What follows belongs to an exercise in optimizing a design on an open flow for small area and a short achievable clock period; a production flow would make more cautious choices.
No run shown here included a check of the RTL's function; only the layout flow was run.

==> flow/design.v (outline; a module is shown in full before it is edited, if it fits) <==
// module mm_mult_arbiter: 3387 lines
module mm_mult_arbiter #(
  parameter int W_D        = 32,
  parameter int NUM_REQ    = 4,
  parameter int MULT_DEPTH = 6
) (
  input  logic                   CLK,
  input  logic                   RST_N,
  input  logic                   HOLD,
  input  logic [NUM_REQ-1:0]     REQ_VALID,
  input  logic [NUM_REQ-1:0]     REQ_LAST,
  input  logic [NUM_REQ*W_D-1:0] REQ_A,
  input  logic [NUM_REQ*W_D-1:0] REQ_B,
  output logic [NUM_REQ-1:0]     REQ_READY,
  output logic [NUM_REQ-1:0]     RSLT_VALID,
  output logic [2*W_D-1:0]       RSLT,
  output logic                   RSLT_LAST,
  output logic                   BUSY
);
  // ...
==> flow/flow/run.sh <==
#!/bin/bash
# Own flow: the standard layout (standard.sh) with three changes:
#  1. Yosys's generic "abc -fast" pre-mapping inside "synth -run fine:" is skipped (-noabc), so
#     extract_fa sees the adder tree as written and the full adders keep their polarity (no
#     inverters between them). The rest of the synthesis script, and so the register naming,
#     is the standard one.
#  2. The port buffers that buffer_ports puts on every input and output are buf_1 cells.
#  3. Timing repair aims at a setup slack of OWN_SETUP_MARGIN ns instead of config.mk's.
# Each tool's output goes to a log file in this folder (synth.log, layout.log).
set -euo pipefail
WORK=$(pwd)
OWN_SETUP_MARGIN=5.6

# synthesis script: synth_recipe.tcl, sourcing a copy of ORFS's synth.tcl with -noabc on the
# fine-grained synth call
sed 's/synth -top \$::env(DESIGN_NAME) -run fine: {\*}\$synth_full_args/synth -top $::env(DESIGN_NAME) -run fine: -noabc {*}$synth_full_args/' \
  "$FLOW_HOME/scripts/synth.tcl" > "$WORK/own_synth.tcl"
grep -q -- '-run fine: -noabc' "$WORK/own_synth.tcl"
sed "s#source \$::env(SCRIPTS_DIR)/synth.tcl#source $WORK/own_synth.tcl#" \
  "$WORK/synth_recipe.tcl" > "$WORK/own_synth_recipe.tcl"
grep -q "own_synth.tcl" "$WORK/own_synth_recipe.tcl"

# standard.sh with the synthesis script and the repair margin swapped
sed -e "s#SYNTH_SCRIPT=[^ ]*#SYNTH_SCRIPT=$WORK/own_synth_recipe.tcl#" \
    -e "s#SETUP_SLACK_MARGIN=[^ ]*#SETUP_SLACK_MARGIN=$OWN_SETUP_MARGIN#" \
    "$WORK/standard.sh" > "$WORK/own_standard.sh"
grep -q "own_synth_recipe.tcl" "$WORK/own_standard.sh"
grep -q "SETUP_SLACK_MARGIN=$OWN_SETUP_MARGIN" "$WORK/own_standard.sh"

bash "$WORK/own_standard.sh" synth > "$WORK/synth.log" 2>&1
bash "$WORK/own_standard.sh" "BUFFER_PORTS_ARGS=-buffer_cell sky130_fd_sc_hd__buf_1" finish > "$WORK/layout.log" 2>&1
==> flow/standard.sh <==
#!/bin/bash
# synth_recipe.tcl (not shown) runs the flow's synth.tcl, then flattens the netlist and writes it again
# the make line also repeats each setting of config.mk as NAME=value (left out here)
make -C /OpenROAD-flow-scripts/flow DESIGN_CONFIG=/design/flow/config.mk WORK_HOME=/design/flow/orfs CLKGATE_MAP_FILE= SYNTH_SCRIPT=/design/flow/synth_recipe.tcl "${@:-finish}"
==> flow/config.mk <==
export PLATFORM = sky130hd
export DESIGN_NAME = mm_mult_arbiter
export DESIGN_NICKNAME = mm_mult_arbiter
export VERILOG_FILES = /design/flow/design.v
export SDC_FILE = /design/flow/constraint.sdc
export NUM_CORES = 4
export LEC_CHECK = 0
export ABC_AREA = 1
export CAP_MARGIN = 20
export CORE_MARGIN = 2
export CORE_UTILIZATION = 55
export CTS_BUF_LIST = sky130_fd_sc_hd__clkbuf_4 sky130_fd_sc_hd__clkbuf_8
export CTS_CLUSTER_DIAMETER = 100
export CTS_CLUSTER_SIZE = 16
export SETUP_SLACK_MARGIN = 5
export SLEW_MARGIN = 20
==> flow/constraint.sdc <==
create_clock -name core_clock -period 10.0 [get_ports {CLK}]
set_input_delay 2.0000 -clock core_clock [delete_from_list [all_inputs] [get_ports {CLK}]]
set_output_delay 2.0000 -clock core_clock [all_outputs]
set_load 0.01 [all_outputs]
==> Flow_metrics.wiki, run 1 <==
{| class="wikitable"
! Metric !! Value
|-
| Final cycle utilization of the critical path || 47.7%
|-
| Count of flip-flops with a built-in enable after synthesis || 0
|-
| CTS tree || yes
|-
| Number of global-route vias before repair || 29,800
|-
| Result of the run || no timing/DRC/antenna violations
|-
| Netlist Area Pre-Place || 37,700 sq um
|-
| Share of the yosys chip area belonging to registers || 34.0%
|-
| Post-Synthesis Net Count || 4,413
|-
| Non-clock inverters || 241
|-
| Commonest register cell after synthesis || sky130_fd_sc_hd__dfxtp_1
|-
| Non-clock buffer area fraction after layout || 5.76%
|-
| Die W || 266 um
|-
| Largest buffer count on any clock path || 3
|-
| Launch point of the worst reg-to-reg path || bn_r[9]
|-
| Number of instances on the worst hold path || 0
|-
| Cell variety after synth || 47
|-
| Number of register bits inferred by synthesis || 640
|-
| Clock Skews || 0.0374 ns
|-
| Startpoint class of the critical path || input pin
|-
| Top cell type's share of synthesized area || 34.0%
|-
| Top library cells by usage in the layout, fill and taps aside || sky130_fd_sc_hd__dfxtp_1 (636), sky130_fd_sc_hd__xor2_1 (564), sky130_fd_sc_hd__fa_1 (501), sky130_fd_sc_hd__o22ai_1 (496), sky130_fd_sc_hd__nand2_1 (436)
|-
| Basic-gate share of the synthesized area counting and, or, nand and nor cells || 7.23%
|-
| Core region area || 67,500 sq um
|-
| Routability congestion estimate || 1.01
|-
| Maximum cell stage delay along the critical path || 0.17 ns
|-
| Global-route met2 utilization || 52.4%
|-
| Async set-or-reset flop fraction in the synthesized netlist || 0%
|-
| Clock insertion delay at the later pin of the skew report || 0.68 ns
|-
| Largest registers || prod: 384 flops, s1: 127 flops, a_r: 32 flops
|-
| Nets || 4,629
|-
| Cell with the largest stage delay on the worst path || sky130_fd_sc_hd__o21bai_4
|-
| Detail Placement HPWL || 77.0 mm
|-
| Max transition margin || 44.2%
|-
| Mean cell area of the mapped netlist || 10.7 sq um
|}
==> run 2, diff against run 1 <==
--- a/flow/flow/run.sh
+++ b/flow/flow/run.sh
@@ -9,7 +9,7 @@
 # Each tool's output goes to a log file in this folder (synth.log, layout.log).
 set -euo pipefail
 WORK=$(pwd)
-OWN_SETUP_MARGIN=5.6
+OWN_SETUP_MARGIN=5.3
 
 # synthesis script: synth_recipe.tcl, sourcing a copy of ORFS's synth.tcl with -noabc on the
 # fine-grained synth call
==> run 2 against run 1 <==
Still clean. Synthesized cell count stayed put. First-iteration DRC count is 0.12% lower. Register-to-register slack worse by 0.23 ns. Cell area is 0.69% lower. Clock skew is 0.023 ns lower. Via count hardly changed. Flip-flop and latch count stayed put. Die area stayed put. Critical path type unchanged.
==> Flow_metrics.wiki, run 2 <==
{| class="wikitable"
! Metric !! Value
|-
| Result of the run || no timing/DRC/antenna violations (unchanged)
|-
| Data required time at the worst endpoint || 8.00 ns (about the same)
|-
| Largest reg by FF count || prod (unchanged)
|-
| Count of flip-flops with a built-in enable after synthesis || 0 (unchanged)
|-
| Clock transition at the registers of the reported paths || 0.10 ns (was 0.09 ns)
|-
| Total number of H-tree levels || 2 (unchanged)
|-
| Initial antenna violation count || 3 (was 1)
|-
| Worst hold-check path type || reg2reg (unchanged)
|-
| Cell with the largest stage delay on the worst path || sky130_fd_sc_hd__o21bai_4 (unchanged)
|-
| Mux share of post-synthesis cell area || 0% (unchanged)
|-
| CTS buffer count || 46 (unchanged)
|-
| Area share of xor/xnor cells in the synthesized design || 13.3% (unchanged)
|-
| Basic-gate share of the synthesized area counting and, or, nand and nor cells || 7.23% (unchanged)
|-
| Critical path capture point type || output port (unchanged)
|-
| Number of global-route vias before repair || 29,500 (was 29,800)
|-
| Warnings from Yosys || 4 (unchanged)
|-
| Cell variety after synth || 47 (unchanged)
|-
| Area growth from synthesis to layout || 7.75% (was 8.50%)
|-
| Commonest register cell after synthesis || sky130_fd_sc_hd__dfxtp_1 (unchanged)
|-
| Post-detailed-placement cell area || 39,600 sq um (was 39,700 sq um)
|-
| GRT Util Overall || 32.3% (was 32.2%)
|-
| Top library cells by usage in the layout, fill and taps aside || sky130_fd_sc_hd__dfxtp_1 (636), sky130_fd_sc_hd__xor2_1 (568), sky130_fd_sc_hd__fa_1 (501), sky130_fd_sc_hd__o22ai_1 (496), sky130_fd_sc_hd__nand2_1 (435) (was sky130_fd_sc_hd__dfxtp_1 (636), sky130_fd_sc_hd__xor2_1 (564), sky130_fd_sc_hd__fa_1 (501), sky130_fd_sc_hd__o22ai_1 (496), sky130_fd_sc_hd__nand2_1 (436))
|-
| Leading cell type in the layout, fill and taps excluded || sky130_fd_sc_hd__dfxtp_1 (unchanged)
|-
| Core region area || 67,500 sq um (unchanged)
|-
| Setup_tns || 0 ns (unchanged)
|-
| Number of clock sinks || 640 (unchanged)
|-
| Top cell by count, worst path || sky130_fd_sc_hd__buf_12
|-
| Share of cells above drive strength 1 || 6.75% (was 7.46%)
|-
| Detailed-route DRC error count || 0 (unchanged)
|-
| Actual transition at the worst max-transition pin || 0.906 ns (was 0.835 ns)
|-
| Top cells by instance count after synthesis || sky130_fd_sc_hd__dfxtp_1 (640), sky130_fd_sc_hd__xor2_1 (568), sky130_fd_sc_hd__fa_1 (501) (unchanged)
|-
| Most area-hungry cell type in the Yosys netlist || sky130_fd_sc_hd__dfxtp_1 (unchanged)
|-
| Top cell type's share of synthesized area || 34.0% (unchanged)
|-
| Die W || 266 um (unchanged)
|-
| Clock Skews || 0.0146 ns (was 0.0374 ns)
|-
| Final number of setup-violating endpoints || 0 (unchanged)
|-
| Largest buffer count on any clock path || 3 (unchanged)
|-
| Async set-or-reset flop fraction in the synthesized netlist || 0% (unchanged)
|-
| Hold Violations, Final || 0 (unchanged)
|-
| Ports || 341 (unchanged)
|-
| Final cycle utilization of the critical path || 48.0% (was 47.7%)
|-
| Synthesized-area fraction occupied by ao, oa, aoi and oai cells || 9.80% (unchanged)
|-
| Largest family of logic cells by synthesized area || adder cells (unchanged)
|-
| Arrival time of data at the critical path endpoint || 2.80 ns (was 2.77 ns)
|-
| Iter 0 DRT Violations || 2,529 (was 2,532)
|-
| Crit Path Max Fanout || 5 (unchanged)
|-
| Most instantiated library cell after synthesis || sky130_fd_sc_hd__dfxtp_1 (unchanged)
|-
| Max-cap check violation count || 0 (unchanged)
|-
| Cells after synthesis || 3,535 (unchanged)
|-
| Buffers on Ports || 340 (unchanged)
|-
| Fmax || 208 MHz (was 210 MHz)
|-
| Largest registers || prod: 384 flops, s1: 127 flops, a_r: 32 flops (unchanged)
|-
| Clock insertion delay at the later pin of the skew report || 0.67 ns (was 0.68 ns)
|-
| Initial Util || 55.8% (unchanged)
|-
| Synthesized-area fraction occupied by adder cells || 30.3% (unchanged)
|-
| Netlist Area Pre-Place || 37,700 sq um (unchanged)
|-
| Flip-flop count of the largest register, all copies and words added || 384 (unchanged)
|-
| Avg WL per Cell || 24.4 um (about the same)
|-
| Mean cell area of the mapped netlist || 10.7 sq um (unchanged)
|-
| Routability congestion estimate || 0.979 (was 1.01)
|-
| Maximum cell stage delay along the critical path || 0.18 ns (was 0.17 ns)
|-
| Startpoint class of the critical path || input pin (unchanged)
|-
| 1st-pass router iterations || 12 (was 8)
|-
| Max transition margin || 39.6% (was 44.2%)
|-
| Detail Placement HPWL || 77.0 mm (about the same)
|-
| Share of the yosys chip area belonging to registers || 34.0% (unchanged)
|-
| ANT nets after route || 0 (unchanged)
|-
| CTS Root Buffer Type || sky130_fd_sc_hd__clkbuf_8 (unchanged)
|-
| RSZ-0062 raised after global routing || true (unchanged)
|-
| Vias per cell || 6.00 (was 5.99)
|-
| Row count || 95 (unchanged)
|-
| Die Y || 266 um (unchanged)
|-
| Final max-slew violation count || 0 (unchanged)
|-
| Type of the setup path with the least slack || in2out (unchanged)
|-
| Min Tclk post-route || 4.80 ns (was 4.77 ns)
|-
| Nets || 4,619 (was 4,629)
|-
| Number of register bits inferred by synthesis || 640 (unchanged)
|-
| Overflow after GRT || 0 (unchanged)
|-
| Largest net degree at the start of global routing || 67 (unchanged)
|-
| Biggest area contributors in the synthesized netlist || sky130_fd_sc_hd__dfxtp_1 (34%), sky130_fd_sc_hd__fa_1 (27%), sky130_fd_sc_hd__xor2_1 (13%), sky130_fd_sc_hd__o22ai_1 (8.2%), sky130_fd_sc_hd__nand2_1 (4.4%) (unchanged)
|-
| Worst path cell trace || buf_12 > nand2_4 > nand3_4 > o21bai_4 > buf_12 > inv_6 > nor2_4 > buf_6 (was buf_6 > nand2_2 > nand2_2 > o21bai_4 > buf_12 > inv_8 > nor2_4 > buf_6)
|-
| Post-Synthesis Net Count || 4,413 (unchanged)
|-
| Vias || 27,700 (about the same)
|-
| Floorplan die area || 70,700 sq um (unchanged)
|-
| CTS tree || yes (unchanged)
|-
| Total wirelength of the detailed-routed design || 113 mm (about the same)
|-
| Area of all placed cells without fillers || 40,600 sq um (was 40,900 sq um)
|-
| First-pass GRT wire length || 173 mm (was 172 mm)
|}
==> run 2: logic make-up after synthesis <==
group / Yosys count
and+or+nand+nor: 615
adders and majority gates: 611
DFF: 640
buffers and inverters: 518
AOI/OAI and AO/OA: 579
xor gates and xnor gates: 572
==> run 2: final cells by class <==
class	instances	area, sq um
antenna	2	5.00
inverter	241	921
clock buffer	49	668
timing repair buffer	435	2130
multi-input combinational	2377	22900
fill	5713	26900
tap	873	1090
clock inverter	4	47.5
sequential	640	12800
==> run 2: path summary, 6_finish.rpt <==
check                                   from      endpoint  slack (ns)  cells after the start
worst min register to register   prod[4][48]   prod[5][48]        0.32                      0
worst min-delay path             prod[4][48]   prod[5][48]        0.32                      0
worst max-delay path            REQ_VALID[1]  REQ_READY[3]        5.20                      8
worst max register to register       bn_r[5]        s1[80]        5.42                     10
==> run 2: through the flow <==
| step | util [%] | setup slack (ns) | hold slack, ns | std cells |
|---|---|---|---|---|
| final | 60.2 | 5.20 | 0.325 | 4621 |
| after global routing | 60.2 | 5.17 | 0.333 | 4621 |
| after CTS | 60.0 | 5.20 | 0.316 | 4616 |
| after detailed placement | 58.7 | 4.44 | 0.312 | 4554 |
| after global placement | 58.7 | 4.41 | 0.310 | 4554 |
| after floorplan | - | 5.16 | 0.310 | 3535 |
==> run 2: critical path, delay by kind of cell <==
kind,cells,cell delay [ns]
AO/OA/AOI/OAI,1,0.18
buffers and inverters,4,0.38
AND/OR/NAND/NOR,3,0.23
==> run 2: layer usage <==
metal	GRT usage, %	vias up	share of wire [%]
met5	0	-	0.011
met4	18.9	2	6.6
met3	8.36	451	10
met2	51.3	1742	46
met1	39.8	13600	37
li1	-	12000	-
==> run 2: repair_timing <==
item / 4_1_cts / 5_1_grt
gates cloned: 2 / 0
buffers inserted: 7 / 3
pin swaps: 7 / 8
endpoints found under the setup margin: 23 / 25
hold buffers: 0 / 0
resized for setup: 30 / 18

## re-timing with driven ports
In the flow no input, the clock included, has a driving cell. The finished layouts below were timed again as built, in two steps. Step 1 (the two cells are an assumption about what drives the block):
set clk [get_ports {CLK}]
set_driving_cell -lib_cell sky130_fd_sc_hd__clkbuf_16 $clk
set_driving_cell -lib_cell sky130_fd_sc_hd__buf_2 [delete_from_list [all_inputs] $clk]
Step 2, shift: input delay + t, output delay - t, t = (earliest + latest rising clock arrival at the registers) / 2. This alone moves slack from input paths to output paths. Three values: no drivers, after step 1, after step 2; two values: the first two.
run	t, ns	slack for setup (ns)	worst data-port slew with drivers (ns)
run 1	0.730	5.234 / 5.185 / 5.185	0.08
run 2	0.735	5.197 / 5.145 / 5.145	0.09
After both steps setup and hold are still met in every run listed. The setup slack of run 2, which loses most, moves by -0.052 ns with the drivers and by -0.052 ns with both steps.
